From an optimization exercise on the open Yosys and OpenROAD flow, aimed at small area, a short achievable clock period and few clock cycles per item; shortcuts taken in it are not production practice. RTL that was checked went through simulation tests only; none was proved equivalent to the original. No activity file was given, so power comes from the tool's default toggle rates.

==> module huff_top, before the edit <==
module huff_top
(
  input  logic       clk,
  input  logic       rst,
  input  logic       sym_req,
  input  logic [3:0] sym,
  output logic       sym_ack,
  output logic       table_start,
  output logic       table_valid,
  output logic       table_bit,
  output logic       table_done
);
  localparam logic [8:0] WMAX = 9'h1FF;         
  localparam logic [1:0] M_INIT = 2'd0;         
  localparam logic [1:0] M_COLL = 2'd1;         
  localparam logic [1:0] M_WAIT = 2'd2;         
  localparam logic [1:0] M_BLD  = 2'd3;         
  logic [1:0] mode;
  logic [3:0] p;                                
  logic       first;                            
  logic       last_p;                           
  logic [3:0] rnd;                              
  logic [7:0] blk;                              
  logic       take;
  logic       wrdy;                             
  logic       fin;                              
  logic       merged;                           
  logic [3:0] symq;                             
  logic       tq;                               
  assign last_p = (p == 4'd9);
  logic       open_in;                          
  logic       absorb;                           
  logic [15:0] full;                            
  logic       sym_bad;                          
  logic       sm_done;                          
  assign sym_bad = sym[3] & (sym[2] | sym[1]);
  assign sm_done = (sym <= n2) | (p >= 4'd8);
  assign open_in = (mode == M_COLL) | merged |
                   ((mode == M_BLD) & (sm_done | sym_bad)) | ((mode == M_WAIT) & sym_bad);
  assign absorb  = ~merged & ~((mode == M_BLD) & (p >= 4'd8));
  assign take    = sym_req & ~sym_ack & open_in & ~full[sym];
  logic [8:0] w  [10];                          
  logic [3:0] sm [10];                          
  logic [3:0] n;                                
  logic [3:0] n2;                               
  logic [3:0] sm_n2;
  logic [3:0] smq;                              
  always_comb
  begin
    full = '0;
    for (int i = 0; i < 10; i++)
      full[i] = &sm[i];
  end
  assign n  = last_p ? 4'd0 : p + 4'd1;
  always_comb
  begin
    sm_n2 = '0;
    for (int i = 0; i < 10; i++)
      if (n2 == 4'(i))
        sm_n2 = sm[i];
  end
  logic [8:0] best_w, sec_w, sum_r;
  logic [3:0] best_i, sec_i, a_r, b_r;
  logic [8:0] sumv;
  logic [8:0] xd;                               
  logic       lt_b, lt_s;
  logic       mod_en;                           
  logic [3:0] a_e, b_e;
  assign sumv   = best_w + sec_w;               
  assign xd     = ~(first & merged) ? w[0] :
                  (best_i == 4'd0) ? WMAX : ((sec_i == 4'd0) ? sumv : w[0]);
  assign lt_b   = (w[0] <= best_w);             
  assign lt_s   = (w[0] <= sec_w);
  assign mod_en = merged & ~last_p;
  assign a_e    = first ? best_i : a_r;
  assign b_e    = first ? sec_i : b_r;
  always_ff @(posedge clk)
  begin
    for (int i = 0; i < 8; i++)
      w[i+1] <= w[i+2];
    w[9] <= ((mode == M_INIT) || (mode == M_BLD && rnd == 4'd8)) ? 9'd0 : xd;
    if (mode == M_INIT)
      w[0] <= 9'd0;
    else if (mod_en && n == a_e)
      w[0] <= WMAX;
    else if (mod_en && n == b_e)
      w[0] <= first ? sumv : sum_r;
    else
      w[0] <= w[1] + {5'd0, smq};                
    smq  <= (mode == M_INIT || !absorb) ? 4'd0 : sm_n2;
    for (int i = 0; i < 10; i++)
      sm[i] <= ((absorb && n2 == 4'(i)) ? 4'd0 : sm[i]) + {3'd0, tq && (symq == 4'(i))};
    symq <= sym;
    tq   <= take;
    if (first)
    begin
      best_w <= xd;
      best_i <= p;
      sec_w  <= WMAX;
      sum_r  <= sumv;                           
      a_r    <= best_i;
      b_r    <= sec_i;
    end
    else if (lt_b)
    begin
      best_w <= w[0];
      best_i <= p;
      sec_w  <= best_w;
      sec_i  <= best_i;
    end
    else if (lt_s)
    begin
      sec_w <= w[0];
      sec_i <= p;
    end
  end
  logic [7:0] rec [9];                          
  logic [3:0] q;                                
  logic [3:0] ra, rb;
  assign ra = rec[0][7:4];
  assign rb = rec[0][3:0];
  always_ff @(posedge clk)
  begin
    for (int i = 0; i < 8; i++)
      rec[i] <= rec[i+1];
    rec[8] <= (first && (merged || fin)) ? {best_i, sec_i} : rec[0];
  end
  localparam logic [1:0] E_IDLE = 2'd0;
  localparam logic [1:0] E_SYNC = 2'd1;         
  localparam logic [1:0] E_WALK = 2'd2;         
  localparam logic [1:0] E_EMIT = 2'd3;         
  logic [1:0] est;
  logic [3:0] dig;
  logic [3:0] s;                                
  logic [9:0] code;                             
  logic       last_bit;
  assign last_bit = (code[9:1] == 9'd1);
  always_ff @(posedge clk)
  begin
    case (est)
      E_WALK:
        if (s == ra)
        begin
          code <= {code[8:0], 1'b0};
          s    <= rb;
        end
        else if (s == rb)
          code <= {code[8:0], 1'b1};
      E_EMIT:
      begin
        code <= {1'b0, code[9:1]};
        if (last_bit)
        begin
          dig <= dig + 4'd1;
          s   <= dig + 4'd1;
        end
      end
      default:
        ;
    endcase
    if (fin)
    begin
      dig  <= '0;
      s    <= '0;
      code <= 10'd1;
    end
  end
  always_ff @(posedge clk or negedge rst)
  begin
    if (!rst)
    begin
      mode        <= M_INIT;
      p           <= '0;
      n2          <= 4'd2;
      first       <= 1'b1;
      merged      <= 1'b0;
      rnd         <= '0;
      blk         <= '0;
      wrdy        <= 1'b0;
      fin         <= 1'b0;
      sym_ack     <= 1'b0;
      q           <= '0;
      est         <= E_IDLE;
      table_start <= 1'b0;
      table_valid <= 1'b0;
      table_bit   <= 1'b0;
      table_done  <= 1'b0;
    end
    else
    begin
      p       <= n;
      if (mode == M_BLD && last_p)
        merged <= (rnd != 4'd8);                
      n2      <= (n2 == 4'd9) ? 4'd0 : n2 + 4'd1;
      first   <= last_p;
      sym_ack <= sym_req & (sym_ack | (open_in & ~full[sym]));
      if (tq)
        blk <= blk + 8'd1;
      fin <= 1'b0;
      case (mode)
        M_INIT:
          if (last_p)
            mode <= M_COLL;
        M_COLL:
          if (tq && blk == 8'd255)
            mode <= M_WAIT;
        M_WAIT:
          if (p == 4'd8)
            wrdy <= 1'b1;
          else if (last_p && wrdy)
          begin
            wrdy <= 1'b0;
            mode <= M_BLD;
            rnd  <= '0;
          end
        default:
          if (last_p)
          begin
            rnd <= rnd + 4'd1;
            if (rnd == 4'd8)
            begin
              mode <= M_COLL;
              fin  <= 1'b1;
            end
          end
      endcase
      q <= (fin || q == 4'd8) ? 4'd0 : q + 4'd1;
      table_start <= 1'b0;
      table_valid <= 1'b0;
      table_bit   <= 1'b0;
      table_done  <= 1'b0;
      case (est)
        E_IDLE:
          ;
        E_SYNC:
          if (dig == 4'd10)
          begin
            table_done <= 1'b1;
            est        <= E_IDLE;
          end
          else if (q == 4'd8)
            est <= E_WALK;
        E_WALK:
          if (q == 4'd8)
            est <= E_EMIT;
        default:
        begin
          table_valid <= 1'b1;
          table_bit   <= code[0];
          if (last_bit)
            est <= (q == 4'd8 && dig != 4'd9) ? E_WALK : E_SYNC;
        end
      endcase
      if (fin)
      begin
        table_start <= 1'b1;
        est         <= E_WALK;
      end
    end
  end
endmodule
export LEC_CHECK = 0
export ABC_AREA = 1
export CAP_MARGIN = 20
export CORE_MARGIN = 2
export CORE_UTILIZATION = 40
export CTS_BUF_LIST = sky130_fd_sc_hd__clkbuf_8
export CTS_CLUSTER_DIAMETER = 50
export CTS_CLUSTER_SIZE = 16
export PLACE_DENSITY = 0.6
export SETUP_SLACK_MARGIN = 2.8
export SLEW_MARGIN = 20
create_clock -name core_clock -period 5.0 [get_ports {clk}]
run.sh (not shown) runs the stock make flow with config.mk's settings and CLKGATE_MAP_FILE= SYNTH_SCRIPT=/design/flow/synth_recipe.tcl, a recipe that flattens the netlist after the stock synthesis.
==> next run, changes <==
--- a/flow/design.v
+++ b/flow/design.v
@@ -30,17 +30,12 @@
   logic       tq;                               
   assign last_p = (p == 4'd9);
   logic       open_in;                          
   logic       absorb;                           
   logic [15:0] full;                            
-  logic       sym_bad;                          
-  logic       sm_done;                          
-  assign sym_bad = sym[3] & (sym[2] | sym[1]);
-  assign sm_done = (sym <= n2) | (p >= 4'd8);
-  assign open_in = (mode == M_COLL) | merged |
-                   ((mode == M_BLD) & (sm_done | sym_bad)) | ((mode == M_WAIT) & sym_bad);
-  assign absorb  = ~merged & ~((mode == M_BLD) & (p >= 4'd8));
+  assign open_in = (mode == M_COLL) | merged;
+  assign absorb  = ~merged;
   assign take    = sym_req & ~sym_ack & open_in & ~full[sym];
   logic [8:0] w  [10];                          
   logic [3:0] sm [10];                          
   logic [3:0] n;                                
   logic [3:0] n2;                               
Result: Via count went down by about 1.8%. Cell area drops by 2.8%. Worst setup slack gets better by 0.043 ns. Sequential power stays flat. Non-clock buffer count goes up by 1. Combinational power is higher by about 3%. Routed wire length drops by 1.7%. Die area is lower by 1.8%. Global-route usage came out lower by 0.31 points. Maximum frequency went up by 2.0%. Hold slack improved by 0.0069 ns.
Testbench counts after the change, summed over its fixed seeds: cycles 36,143, blocks 64.
Only the layout flow was run in the first run of this note; the RTL was not checked for function there.

-- static timing again, ports no longer ideal --
Ports are ideal in the flow. The routed layouts listed here were re-timed in OpenROAD. Step 1 assumes that a clkbuf_16 drives the clock port and a buf_2 every other input. Step 2, shift: input delay + t, output delay - t, t = (earliest + latest rising clock arrival at the registers) / 2. This alone moves slack from input paths to output paths. a / b / c = ideal / step 1 / step 2; a / b = the first two.
run	shift t [ns]	slack for setup (ns)	hold slack, ns	latest minus earliest clock arrival (ns)	pins driven straight from the clock port
the first run	0.575	2.848 / 2.802 / 2.401	0.321 / 0.321 / 0.321	0.024 / 0.025	1
the second run	0.633	2.891 / 2.847 / 2.361	0.328 / 0.328 / 0.328	0.028 / 0.027	1
After both steps every run listed still meets setup and hold. The setup slack of the second run, which loses most, moves by -0.044 ns with the drivers and by -0.530 ns with both steps.
